Background: an optimization exercise with open tools, aiming at small area. Do not read the settings as production practice.
In this exercise RTL edits were held to simulation tests only and were not proved equivalent to the original.
Power and IR drop assume default switching activity.

==> flow/design.v (excerpt) <==
module nipcb_top #(
	parameter int unsigned ADDR_BASE = 0
) (
	input logic HCLK,
	input logic HRESETn,
	input logic HSEL,
	input logic [7:0] HADDR,
	input logic [1:0] HTRANS,
	input logic [2:0] HSIZE,
	input logic HWRITE,
	input logic [31:0] HWDATA,
	input logic HREADY,
	output logic [31:0] HRDATA,
	output logic HREADYOUT,
	output logic HRESP,
	output logic [19:0] stim_out
);
	logic accept;
	logic bad;
	logic [3:0] strb;
	logic dp_read;
	logic dp_write;
	logic err_first;
	logic err_second;
	logic [3:0] dp_idx;
	logic [3:0] dp_strb;
	assign accept = HSEL && HTRANS[1] && HREADY;
	assign bad = (HADDR >= 8'd44) || HSIZE[2] || (HSIZE[1] && HSIZE[0]) ||
		(HWRITE && HADDR[5:2] == 4'd1);
	always_comb begin
		case (HSIZE[1:0])
			2'b00: strb = 4'b0001 << HADDR[1:0];
			2'b01: strb = HADDR[1] ? 4'b1100 : 4'b0011;
			default: strb = 4'b1111;
		endcase
	end
	always_ff @(posedge HCLK) begin
		if (!HRESETn) begin
			dp_read <= 1'b0;
			dp_write <= 1'b0;
			err_first <= 1'b0;
			err_second <= 1'b0;
		end else begin
			dp_read <= accept && !bad && !HWRITE;
			dp_write <= accept && !bad && HWRITE;
			err_first <= accept && bad;
			err_second <= err_first;
		end
	end
	always_ff @(posedge HCLK) begin
  ...
Size: about 410 flip-flops, roughly 100 I/O pins, roughly 15000 um^2 of cells after synthesis.
clock: 6.0 ns
lec_check: 0
cap_margin: 5
core_margin: 2
core_utilization: 65
slew_margin: 5
standard.sh (not shown) runs the stock make flow with config.mk's settings and CLKGATE_MAP_FILE= SYNTH_SCRIPT=/design/flow/synth_recipe.tcl, a recipe that flattens the netlist after the stock synthesis.
==> flow/flow/run.sh <==
#!/bin/bash
# Standard ORFS layout with three changes to how the layout is made:
#  - synthesis maps the combinational logic with an area-oriented ABC script (flow/area.abc,
#    a timed deep resynthesis pass, then two rounds of rewriting and area mapping);
#    the registers, their names and cell types are those of the standard synthesis,
#  - ports are buffered with the smallest buffer,
#  - clock tree built from clkbuf_8 buffers, each driving a cluster of up to 16 registers,
#    and no dummy loads.
set -euo pipefail
work=$(pwd)
abc_script=$work/flow/area.abc

# The standard flow's synthesis script, with ABC pointed at the area script
{
	printf 'proc abc {args} {\n'
	printf '  set i [lsearch -exact $args -script]\n'
	printf '  if {$i >= 0} { lset args [expr {$i + 1}] %s }\n' "$abc_script"
	printf '  yosys abc {*}$args\n'
	printf '}\n'
	cat synth_recipe.tcl
} > area_synth.tcl

export BUFFER_PORTS_ARGS="-buffer_cell sky130_fd_sc_hd__buf_1"
export CTS_ARGS="-sink_clustering_enable -repair_clock_nets -dont_use_dummy_load -buf_list sky130_fd_sc_hd__clkbuf_16 -sink_clustering_size 28 -sink_clustering_max_diameter 45"

bash standard.sh SYNTH_SCRIPT="$work/area_synth.tcl" finish > "$work/flow.log" 2>&1
==> flow/flow/area.abc <==
strash
&get -n
&deepsyn -T 60
&put
balance -l; resub -K 6 -l; rewrite -l; resub -K 6 -N 2 -l; refactor -l; resub -K 8 -l; balance -l; resub -K 8 -N 2 -l; rewrite -l; resub -K 10 -l; rewrite -z -l; resub -K 10 -N 2 -l; balance -l; resub -K 12 -l; refactor -z -l; resub -K 12 -N 2 -l; rewrite -z -l; balance -l
&get -n
&st
&dch
&nf -R 1000
&put
strash
balance -l; resub -K 6 -l; rewrite -l; resub -K 6 -N 2 -l; refactor -l; resub -K 8 -l; balance -l; resub -K 8 -N 2 -l; rewrite -l; resub -K 10 -l; rewrite -z -l; resub -K 10 -N 2 -l; balance -l; resub -K 12 -l; refactor -z -l; resub -K 12 -N 2 -l; rewrite -z -l; balance -l
&get -n
&st
&dch
&nf -R 1000
&put
topo
The starting point finished clean.
Then changed:
--- a/flow/flow/run.sh
+++ b/flow/flow/run.sh
@@ -23,3 +23,3 @@
 export BUFFER_PORTS_ARGS="-buffer_cell sky130_fd_sc_hd__buf_1"
-export CTS_ARGS="-sink_clustering_enable -repair_clock_nets -dont_use_dummy_load -buf_list sky130_fd_sc_hd__clkbuf_16 -sink_clustering_size 28 -sink_clustering_max_diameter 45"
+export CTS_ARGS="-sink_clustering_enable -repair_clock_nets -dont_use_dummy_load -buf_list sky130_fd_sc_hd__clkbuf_8 -sink_clustering_size 18 -sink_clustering_max_diameter 100"
 
Result: Routed wire length fell by 1.2%. Sequential share of layout area rose by 2.2 points. Total power fell by about 11%. Register-to-register slack gets worse by 0.08 ns. Sequential cell count is unchanged.
Then changed:
--- a/flow/flow/run.sh
+++ b/flow/flow/run.sh
@@ -23,3 +23,3 @@
 export BUFFER_PORTS_ARGS="-buffer_cell sky130_fd_sc_hd__buf_1"
-export CTS_ARGS="-sink_clustering_enable -repair_clock_nets -dont_use_dummy_load -buf_list sky130_fd_sc_hd__clkbuf_8 -sink_clustering_size 18 -sink_clustering_max_diameter 100"
+export CTS_ARGS="-sink_clustering_enable -repair_clock_nets -dont_use_dummy_load -buf_list sky130_fd_sc_hd__clkbuf_8 -sink_clustering_size 20 -sink_clustering_max_diameter 40"
 
=> Global-route usage increases by 0.17 points; synthesized cell count stays the same; cell area increases by 1.4%; clock-buffer cell count increases by 17.
Then changed:
--- a/flow/flow/run.sh
+++ b/flow/flow/run.sh
@@ -23,3 +23,3 @@
 export BUFFER_PORTS_ARGS="-buffer_cell sky130_fd_sc_hd__buf_1"
-export CTS_ARGS="-sink_clustering_enable -repair_clock_nets -dont_use_dummy_load -buf_list sky130_fd_sc_hd__clkbuf_8 -sink_clustering_size 20 -sink_clustering_max_diameter 40"
+export CTS_ARGS="-sink_clustering_enable -repair_clock_nets -dont_use_dummy_load -buf_list sky130_fd_sc_hd__clkbuf_8 -sink_clustering_size 16 -sink_clustering_max_diameter 50"
 
What happened:
- The new run went through all stages and came out clean
- power is lower by 1.9%
- routed wire length stays flat
- clock power is lower by about 9%
- sequential share of layout area is higher by 0.42 points
- worst setup slack improved by 0.067 ns
- non-clock buffer count is unchanged
- critical path depth is unchanged
- final area is lower by 0.63%
- final cell count is lower by 0.44%
- via count hardly moves
Then changed:
--- a/flow/flow/run.sh
+++ b/flow/flow/run.sh
@@ -3,3 +3,3 @@
 #  - synthesis maps the combinational logic with an area-oriented ABC script (flow/area.abc,
-#    a timed deep resynthesis pass, then two rounds of rewriting and area mapping);
+#    two rounds of rewriting and area mapping);
 #    the registers, their names and cell types are those of the standard synthesis,
--- a/flow/flow/area.abc
+++ b/flow/flow/area.abc
@@ -1,5 +1,2 @@
 strash
-&get -n
-&deepsyn -T 60
-&put
 balance -l; resub -K 6 -l; rewrite -l; resub -K 6 -N 2 -l; refactor -l; resub -K 8 -l; balance -l; resub -K 8 -N 2 -l; rewrite -l; resub -K 10 -l; rewrite -z -l; resub -K 10 -N 2 -l; balance -l; resub -K 12 -l; refactor -z -l; resub -K 12 -N 2 -l; rewrite -z -l; balance -l
After rerunning: Power drops by a little under a tenth; combinational power drops by about a fifth; hold slack gets worse by 0.0072 ns.

==> static timing again, ports no longer ideal <==
Ports are ideal in the flow. The routed layouts listed here were re-timed in OpenROAD.
Step 1, drivers: a clkbuf_16 drives HCLK and a buf_2 each remaining input, both assumed.
Step 2 moves the port delays by t, midway between the first and last clock arrival at a register: inputs arrive t later, outputs are due t later. That takes back most of the time a late clock gives input paths.
a / b / c = no drivers / after step 1 / after step 2; a / b = the first two.
| run | t (ns) | setup WS [ns] | clock arrival spread, ns |
|---|---|---|---|
| the first run | 0.552 | 0.515 / 0.515 / 0.515 | 0.065 / 0.065 |
| the second run | 0.641 | 0.436 / 0.436 / 0.436 | 0.036 / 0.037 |
| the third run | 0.591 | 0.425 / 0.425 / 0.425 | 0.044 / 0.043 |
| the fourth run | 0.567 | 0.492 / 0.492 / 0.492 | 0.041 / 0.041 |
| the fifth run | 0.588 | 0.328 / 0.328 / 0.328 | 0.053 / 0.054 |
After both steps setup and hold are still met in every run listed.
